What follows belongs to an exercise in optimizing a design on an open flow for small area and a short achievable clock period; a production flow would make more cautious choices.
Only the layout flow was run in this run; the RTL was not checked for function there.
No activity file was given, so power comes from the tool's default toggle rates.

==> design.v <==
package sssp_pkg;
    localparam int LANE_COUNT = 8;
    localparam int LANE_W = 64;
    localparam int WORD_W = LANE_COUNT * LANE_W;
    localparam int LEVEL_W = 8;
    localparam int VERTEX_W = 32;
    localparam int LANE_PRESENT_BIT = 63;
    typedef logic [WORD_W-1:0] word_t;
    typedef logic [LANE_W-1:0] lane_t;
    typedef logic [LEVEL_W-1:0] level_t;
    typedef logic [VERTEX_W-1:0] vertex_t;
    typedef logic [LANE_COUNT-1:0] lane_mask_t;
    typedef logic [3:0] slot_count_t;
endpackage
`timescale 1ns/1ps
module sssp_lane #(
    parameter int ADDR_W = 6
) (
    input  logic              clk,
    input  logic              clr,
    input  logic              present,    
    input  logic [ADDR_W-1:0] idx,
    output logic              hit,        
    output logic [ADDR_W-1:0] hit_idx
);
    localparam int LO_W = ADDR_W / 2;
    localparam int HI_W = ADDR_W - LO_W;
    localparam int LO_N = 2 ** LO_W;
    localparam int HI_N = 2 ** HI_W;
    logic [HI_N*LO_N-1:0] visited;
    logic [LO_N-1:0]      sel_lo;
    logic [HI_N-1:0]      sel_hi;
    logic [HI_N-1:0]      seen_hi;
    logic                 seen;
    always_comb begin
        for (int j = 0; j < LO_N; j++) begin
            sel_lo[j] = present && idx[LO_W-1:0] == LO_W'(j);
        end
        for (int h = 0; h < HI_N; h++) begin
            sel_hi[h] = idx[ADDR_W-1:LO_W] == HI_W'(h);
        end
        for (int h = 0; h < HI_N; h++) begin
            seen_hi[h] = 1'b0;
            for (int j = 0; j < LO_N; j++) begin
                seen_hi[h] = seen_hi[h] | (visited[h * LO_N + j] & sel_lo[j]);
            end
        end
        seen = 1'b0;
        for (int h = 0; h < HI_N; h++) begin
            seen = seen | (seen_hi[h] & sel_hi[h]);
        end
    end
    always_ff @(posedge clk) begin
        for (int h = 0; h < HI_N; h++) begin
            for (int j = 0; j < LO_N; j++) begin
                visited[h * LO_N + j] <= (visited[h * LO_N + j] && !clr) || (sel_lo[j] && sel_hi[h]);
            end
        end
        hit <= present && !(seen && !clr);
        hit_idx <= idx;
    end
endmodule
`timescale 1ns/1ps
module update_compactor (
    input  logic                 clk,
    input  logic                 rst,
    input  sssp_pkg::lane_mask_t hit,
    output logic [sssp_pkg::LANE_COUNT-1:0][sssp_pkg::LANE_COUNT-1:0] sel,  
    output sssp_pkg::lane_mask_t below,     
    output logic                 complete,  
    output logic                 any        
);
    localparam int LANES = sssp_pkg::LANE_COUNT;
    function automatic logic [8:0] merge(input logic [8:0] a, input logic [8:0] b);
        merge = '0;
        for (int i = 0; i <= 8; i++) begin
            for (int j = 0; j <= 8 - i; j++) begin
                merge[i + j] = merge[i + j] | (a[i] & b[j]);
            end
        end
    endfunction
    function automatic logic [2:0] pick(input logic [8:0] cnt, input logic [8:0][2:0] sum);
        pick = '0;
        for (int c = 0; c <= 8; c++) begin
            pick = pick | (sum[c] & {3{cnt[c]}});
        end
    endfunction
    logic [2:0] f;
    logic [8:0][2:0] f_plus;    
    logic [8:0] f_wrap;         
    logic [2:0] pos [LANES];
    logic [8:0] one [LANES];
    logic [8:0] c01, c23, c45, c67, c0_3, c4_6, c4_7;
    logic [8:0] cnt [LANES+1];
    always_comb begin
        for (int c = 0; c <= 8; c++) begin
            f_plus[c] = f + 3'(c);
            f_wrap[c] = (4'(f) + 4'(c)) >= 4'd8;
        end
        for (int k = 0; k < LANES; k++) begin
            one[k] = {7'b0, hit[k], !hit[k]};
        end
        c01 = merge(one[0], one[1]);
        c23 = merge(one[2], one[3]);
        c45 = merge(one[4], one[5]);
        c67 = merge(one[6], one[7]);
        c0_3 = merge(c01, c23);
        c4_6 = merge(c45, one[6]);
        c4_7 = merge(c45, c67);
        cnt[0] = 9'b1;
        cnt[1] = one[0];
        cnt[2] = c01;
        cnt[3] = merge(c01, one[2]);
        cnt[4] = c0_3;
        cnt[5] = merge(c0_3, one[4]);
        cnt[6] = merge(c0_3, c45);
        cnt[7] = merge(c0_3, c4_6);
        cnt[8] = merge(c0_3, c4_7);
        for (int k = 0; k < LANES; k++) begin
            pos[k] = pick(cnt[k], f_plus);
            for (int s = 0; s < LANES; s++) begin
                sel[k][s] = hit[k] && pos[k] == 3'(s);
            end
        end
        for (int s = 0; s < LANES; s++) begin
            below[s] = 3'(s) < f;
        end
        complete = |(cnt[LANES] & f_wrap);
        any = f != '0 || !cnt[LANES][0];
    end
    always_ff @(posedge clk) begin
        if (rst) begin
            f <= '0;
        end else begin
            f <= pick(cnt[LANES], f_plus);
        end
    end
endmodule
`timescale 1ns/1ps
module update_packer (
    input  logic                 clk,
    input  logic                 rst,
    input  logic [sssp_pkg::LANE_COUNT-1:0][sssp_pkg::LANE_COUNT-1:0] sel,  
    input  logic [sssp_pkg::LANE_COUNT-1:0][5:0] idx,
    input  sssp_pkg::level_t     level,
    input  sssp_pkg::lane_mask_t below,      
    input  logic                 complete,   
    input  logic                 any,        
    input  logic                 last_in,
    output sssp_pkg::word_t      word_out,
    output logic                 valid_out,
    output logic                 done
);
    localparam int LANES = sssp_pkg::LANE_COUNT;
    localparam int SLOT_W = sssp_pkg::LANE_W;
    localparam int TOP = sssp_pkg::WORD_W - 1;
    logic [8:0] d_vtx [LANES];
    logic [LANES-1:0] w_m;
    logic [8:0] m_vtx [LANES];
    logic [7:0] m_lvl [LANES];
    logic [8:0] v_vtx [LANES-1];
    logic [7:0] v_lvl;
    logic       mclr;
    logic       flushing;
    logic       flush_now;
    logic       show;
    always_comb begin
        for (int s = 0; s < LANES; s++) begin
            d_vtx[s] = '0;
            w_m[s] = 1'b0;
            for (int k = 0; k < LANES; k++) begin
                if (sel[k][s]) begin
                    d_vtx[s] = d_vtx[s] | {idx[k], 3'(k)};
                    w_m[s] = 1'b1;
                end
            end
            if (below[s]) w_m[s] = 1'b0;
        end
    end
    logic [LANES-1:0] take_v;
    logic [LANES-1:0] keep;
    logic [8:0]       v_vtx_x [LANES];
    always_comb begin
        for (int s = 0; s < LANES; s++) begin
            take_v[s] = !w_m[s] && mclr && s < LANES - 1 && below[s];
            keep[s] = !w_m[s] && !mclr;
            v_vtx_x[s] = (s < LANES - 1) ? v_vtx[s < LANES - 1 ? s : 0] : '0;
        end
    end
    assign flush_now = last_in || flushing;
    assign show = !done && (complete || (flush_now && any));
    always_ff @(posedge clk) begin
        if (rst) begin
            valid_out <= 1'b0;
            done <= 1'b0;
            flushing <= 1'b0;
            mclr <= 1'b1;
        end else begin
            valid_out <= show;
            mclr <= show;
            if (flush_now) flushing <= 1'b1;
            if (flush_now && !complete) done <= 1'b1;
        end
        for (int s = 0; s < LANES; s++) begin
            m_vtx[s] <= ({9{w_m[s]}} & d_vtx[s])
                      | ({9{take_v[s]}} & v_vtx_x[s])
                      | ({9{keep[s]}} & m_vtx[s]);
            m_lvl[s] <= ({8{w_m[s]}} & level)
                      | ({8{take_v[s]}} & v_lvl)
                      | ({8{keep[s]}} & m_lvl[s]);
        end
        for (int s = 0; s < LANES - 1; s++) begin
            v_vtx[s] <= d_vtx[s];
        end
        v_lvl <= level;
    end
    always_comb begin
        word_out = '0;
        for (int s = 0; s < LANES; s++) begin
            word_out[TOP - s * SLOT_W - 23 -: 9] = m_vtx[s];
            word_out[TOP - s * SLOT_W - 56 -: 8] = m_lvl[s];
        end
    end
endmodule
`timescale 1ns/1ps
module sssp_top #(
    parameter int ADDR_W = 6
) (
    input  logic             clk,
    input  logic             rst,
    input  sssp_pkg::word_t  word_in,
    input  logic             word_in_valid,
    input  sssp_pkg::level_t current_level,
    input  logic             last_input_in,
    output sssp_pkg::word_t  word_out,
    output logic             valid_out,
    output logic             done
);
    localparam int LANES = sssp_pkg::LANE_COUNT;
    localparam int LANE_W = sssp_pkg::LANE_W;
    localparam int TOP = sssp_pkg::WORD_W - 1;
    logic                 ended;
    logic                 rst_d;
    sssp_pkg::lane_mask_t present;
    always_ff @(posedge clk) begin
        rst_d <= rst;
        if (rst) begin
            ended <= 1'b0;
        end else if (last_input_in) begin
            ended <= 1'b1;
        end
    end
    for (genvar k = 0; k < LANES; k++) begin : g_present
        assign present[k] = !rst && !ended && word_in_valid && word_in[TOP - k * LANE_W];
    end
    sssp_pkg::lane_mask_t r_hit;
    logic [ADDR_W-1:0]    r_idx [LANES];
    sssp_pkg::level_t     r_level;
    logic                 r_last;
    for (genvar k = 0; k < LANES; k++) begin : g_lane
        sssp_lane #(
            .ADDR_W (ADDR_W)
        ) u_lane (
            .clk     (clk),
            .clr     (rst_d),
            .present (present[k]),
            .idx     (word_in[TOP - k * LANE_W - (LANE_W - ADDR_W) -: ADDR_W]),
            .hit     (r_hit[k]),
            .hit_idx (r_idx[k])
        );
    end
    always_ff @(posedge clk) begin
        r_last <= !rst && !ended && last_input_in;
        r_level <= current_level;
    end
    logic [LANES-1:0][LANES-1:0] sel;
    sssp_pkg::lane_mask_t        below;
    logic                        complete;
    logic                        any;
    logic [LANES-1:0][ADDR_W-1:0] r_idx_p;
    update_compactor u_compactor (
        .clk      (clk),
        .rst      (rst),
        .hit      (r_hit),
        .sel      (sel),
        .below    (below),
        .complete (complete),
        .any      (any)
    );
    for (genvar k = 0; k < LANES; k++) begin : g_idx
        assign r_idx_p[k] = r_idx[k];
    end
    update_packer u_packer (
        .clk       (clk),
        .rst       (rst),
        .sel       (sel),
        .idx       (r_idx_p),
        .level     (r_level),
        .below     (below),
        .complete  (complete),
        .any       (any),
        .last_in   (r_last),
        .word_out  (word_out),
        .valid_out (valid_out),
        .done      (done)
    );
endmodule
==> run.sh <==
#!/bin/bash
# synth_recipe.tcl (not shown) runs the flow's synth.tcl, then flattens the netlist and writes it again
# the make line also repeats each setting of config.mk as NAME=value (left out here)
make -C /OpenROAD-flow-scripts/flow DESIGN_CONFIG=/design/flow/config.mk WORK_HOME=/design/flow/orfs CLKGATE_MAP_FILE= SYNTH_SCRIPT=/design/flow/synth_recipe.tcl finish
==> config.mk <==
export PLATFORM = sky130hd
export DESIGN_NAME = sssp_top
export DESIGN_NICKNAME = sssp_top
export VERILOG_FILES = /design/flow/design.v
export SDC_FILE = /design/flow/constraint.sdc
export NUM_CORES = 4
export LEC_CHECK = 0
export ABC_AREA = 1
export CAP_MARGIN = 20
export CORE_MARGIN = 2
export CORE_UTILIZATION = 40
export CTS_CLUSTER_DIAMETER = 100
export CTS_CLUSTER_SIZE = 30
export SETUP_SLACK_MARGIN = 5
export SLEW_MARGIN = 20
==> constraint.sdc <==
create_clock -name core_clock -period 8.0 [get_ports {clk}]
set_input_delay 1.6000 -clock core_clock [delete_from_list [all_inputs] [get_ports {clk}]]
set_output_delay 1.6000 -clock core_clock [all_outputs]
set_load 0.01 [all_outputs]
==> results.txt <==
## worst reg2reg max path, cell delays in order, from the launching register on
cell and delay [ns]:
dfxtp_2 0.43, inv_1 0.13, ha_4 0.26, nand2_2 0.16, nand2_8 0.13, a21oi_2 0.21, nand3_1 0.10, nand2_1 0.11
nand4_2 0.21, nor2_2 0.17, buf_6 0.20, nand2_1 0.14, nand3_4 0.16, nand2_8 0.09, buf_4 0.17, nand3_1 0.06
nand3_1 0.06
## final timing paths
check                          startpoint                           end  cells after the start
min                    ended$_SDFFE_PP0P_                r_last$_DFF_P_                      1
min reg2reg            ended$_SDFFE_PP0P_                r_last$_DFF_P_                      1
max                                   rst  g_lane[4].u_lane.hit$_DFF_P_                     17
max reg2reg  g_lane[3].u_lane.hit$_DFF_P_  u_packer.m_lvl[5][5]$_DFF_P_                     16
## registers in the layout, indices dropped and copies added, names as in the netlist, 3 cells and up
name	flops
u_packer.v_vtx	63
r_level	8
g_lane.u_lane.hit_idx	48
u_compactor.f	3
u_packer.v_lvl	8
g_lane.u_lane.hit	8
u_packer.m_vtx	72
g_lane.u_lane.visited	512
u_packer.m_lvl	64
## synthesized netlist by cell type (8+ instances only)
cell         n
nand2_1   1285
dfxtp_1    793
inv_1      565
nand3_1    555
nor2_1     458
o21ai_0    403
buf_4      385
o22ai_1    339
clkbuf_1   140
nor3_1     120
a21oi_1     72
buf_2       49
nand4_1     46
nand3_2     25
o211ai_1    21
inv_2       20
nor2_2      19
ha_1        18
nand2_2     18
buf_1       13
buf_6       13
nand2_4     13
nor2_4       9
a22oi_1      8
## layout make-up
cell class	instances	area [µm²]	area share (%)
multi-input combinational	3821	19200	43.0
clock inverter	13	233	0.520
sequential	793	16000	35.7
clock buffer	41	972	2.17
timing repair inverter	2	10.0	0.0224
tap	1265	1580	3.54
inverter	593	2410	5.39
timing repair buffer	466	4310	9.65
## cells by family after synthesis
group / share of synthesized area (%)
other: 0.00985
AOI/OAI and AO/OA: 12.7
DFF: 41.7
and+or+nand+nor: 29.0
adders and majority gates: 0.592
buffers and inverters: 16.0
## layer usage
layer	wire [µm]	part of all wire (%)	GRT usage [%]	vias to the layer above
met5	36	0.026	0	-
met4	5340	3.8	9.34	6
met3	11100	7.9	3.92	257
met2	62100	44	41.7	1526
met1	61200	44	37.4	17400
li1	-	-	-	17600
## power by group
part	internal, mW	switching [mW]	total [mW]
logic	0.671	1.45	2.12
clock network	0.936	1.41	2.34
registers	4.14	0.199	4.34
## repair_timing
item	4_1_cts	5_1_grt
hold buffers	0	0
gates cloned	10	11
buffers inserted	136	94
resized for setup	460	255
setup endpoints to repair	859	249
pin swaps	50	56
==> impl_metrics.env <==
export IMPL_clock_latency_ns=0.65
export IMPL_die_x_um=313
export IMPL_synth_edf_count=0
export IMPL_cts_tree="done"
export IMPL_place_area_um2=39800
export IMPL_rsz0062_at_grt="yes"
export IMPL_die_area_um2=97700
export IMPL_setup_viol_count_final=0
export IMPL_final_common_cell="nand2_1"
export IMPL_hold_viol=0
export IMPL_holdCritPathClass="flop to flop"
export IMPL_setup_tns_final_ns=0
export IMPL_finalInstanceArea_um2=44700
export IMPL_antenna_found_initial=9
export IMPL_rows=113
export IMPL_outcome="timing/DRC/antenna clean"
export IMPL_holdWs_ns=0.426
export IMPL_wl_per_cell_um=20.0
export IMPL_clock_root_buffer="clkbuf_16"
export IMPL_worst_pin_slew_ns=1.18
export IMPL_ys_top_cells_by_area="dfxtp_1, nand2_1, buf_4, nand3_1, inv_1"
export IMPL_max_freq_mhz=334
export IMPL_diodes=0
export IMPL_crit_family="simple AND/OR/NAND/NOR gates"
export IMPL_mostFrequentLayoutCells="nand2_1, dfxtp_1, nand3_1, inv_1, conb_1"
export IMPL_first_iter_violations=3759
export IMPL_vias=36800
export IMPL_max_stage_delay_ns=0.23
export IMPL_avgSynthCellArea_um2=7.02
export IMPL_vias_per_cell=5.26
export IMPL_drc_errors=0
export IMPL_cp_arrival_ns=3.50
export IMPL_synth_cells=5420
export IMPL_cts_clk_slew_worst_paths_ns=0.11
export IMPL_clock_skew_ns=0.0698
export IMPL_path_buf_inv=5
export IMPL_seq_area_frac_synth_pct=41.7
export IMPL_ant_nets=0
export IMPL_critPathCaptureType="flop"
export IMPL_placedCellCount=6689
export IMPL_netlist_area_leader_share_pct=41.7
export IMPL_grt_pass1_wl_um=201000
export IMPL_fin_crit_sh_pct=37.4
export IMPL_peakVddDrop_mv=0.132
export IMPL_cp_slowest_cell="clkinvlp_4"
export IMPL_ctsHtreeMaxLevel=2
export IMPL_grt_usage_pct=26.7
export IMPL_core_area_um2=94700
export IMPL_fin_cells=6994
export IMPL_worstPathCellList="buf_12 -> clkinv_8 -> nand3_4 -> buf_12 -> buf_6 -> nor2_4 -> nand2_4 -> nor2_4 -> clkinvlp_4 -> o21ai_1 -> nor2_1 -> nand2_1 -> nand2_1 -> nand2_1 -> nor2_1 -> nand2_1 -> a21oi_2"
export IMPL_fp_dieH_um=313
export IMPL_io_buffers=205
export IMPL_start_util_pct=40.2
export IMPL_grt_pass1_vias=32100
export IMPL_setup_ws_ns=5.01
export IMPL_overflow=0
export IMPL_cts_inserted_buffers=37
export IMPL_cts_sinks=793
export IMPL_gp_congestion=1.01
export IMPL_synth_top_flop_cell="dfxtp_1"
export IMPL_grt_max_degree=138
export IMPL_r2r_slack_ns=5.04
export IMPL_ios=1038
export IMPL_ys_types=42
export IMPL_p_total_mw=8.80
export IMPL_area_growth_pct=17.4
export IMPL_maxSlewHeadroom_pct=20.9
export IMPL_fin_util_pct=47.2
export IMPL_synth_area_um2=38100
export IMPL_dr_pass1_iters=7
export IMPL_synthArstFlopShare_pct=0
export IMPL_maxSlewViolCount=0
export IMPL_drive_gt1_share_pct=13.5
export IMPL_drv_cap=0
export IMPL_leakagePower_nw=19.0
export IMPL_worst_setup_path_start_kind="input port"
export IMPL_yosysWarningCount=13
export IMPL_fillers=9792
export IMPL_period_minus_slack_ns=2.99
export IMPL_cts_buffer_depth=3
export IMPL_crit_path_frequent_cell="nand2_1"
export IMPL_synth_seq_cells=793
export IMPL_nets=6256
export IMPL_synth_largest_area_cell="dfxtp_1"
export IMPL_required_ns=8.50
export IMPL_pre_cts_slack_ns=2.92
export IMPL_critical_path_peak_fanout=7
export IMPL_p_per_area_nw_per_um2=197
export IMPL_crit_type="input port to flop"
export IMPL_dp_hpwl_um=92200
export IMPL_wirelength_um=140000

-- separate check: timing with driven ports --
How much do the figures lean on ideal ports? The routed layout below was timed once more, with nothing changed but the port constraints. Step 1: set_driving_cell puts a clkbuf_16 on clk and a buf_2 on each other input, an assumption about the parent block. Step 2 times the ports against the registers' clock, not the clock port: input delays grow and output delays shrink by t, the midpoint of the rising clock arrivals with the driver on. Slacks: no drivers / after step 1 / after step 2; pairs: no drivers / after step 1.
t (ns): 0.694
setup WS [ns]: 5.009 / 4.951 / 4.320
hold slack, ns: 0.426 / 0.426 / 0.426
worst setup path after step 2: input to register
worst data-port slew with drivers (ns): 0.17
After both steps this run still meets setup and hold. The setup slack of this run moves by -0.058 ns with the drivers and by -0.689 ns with both steps.
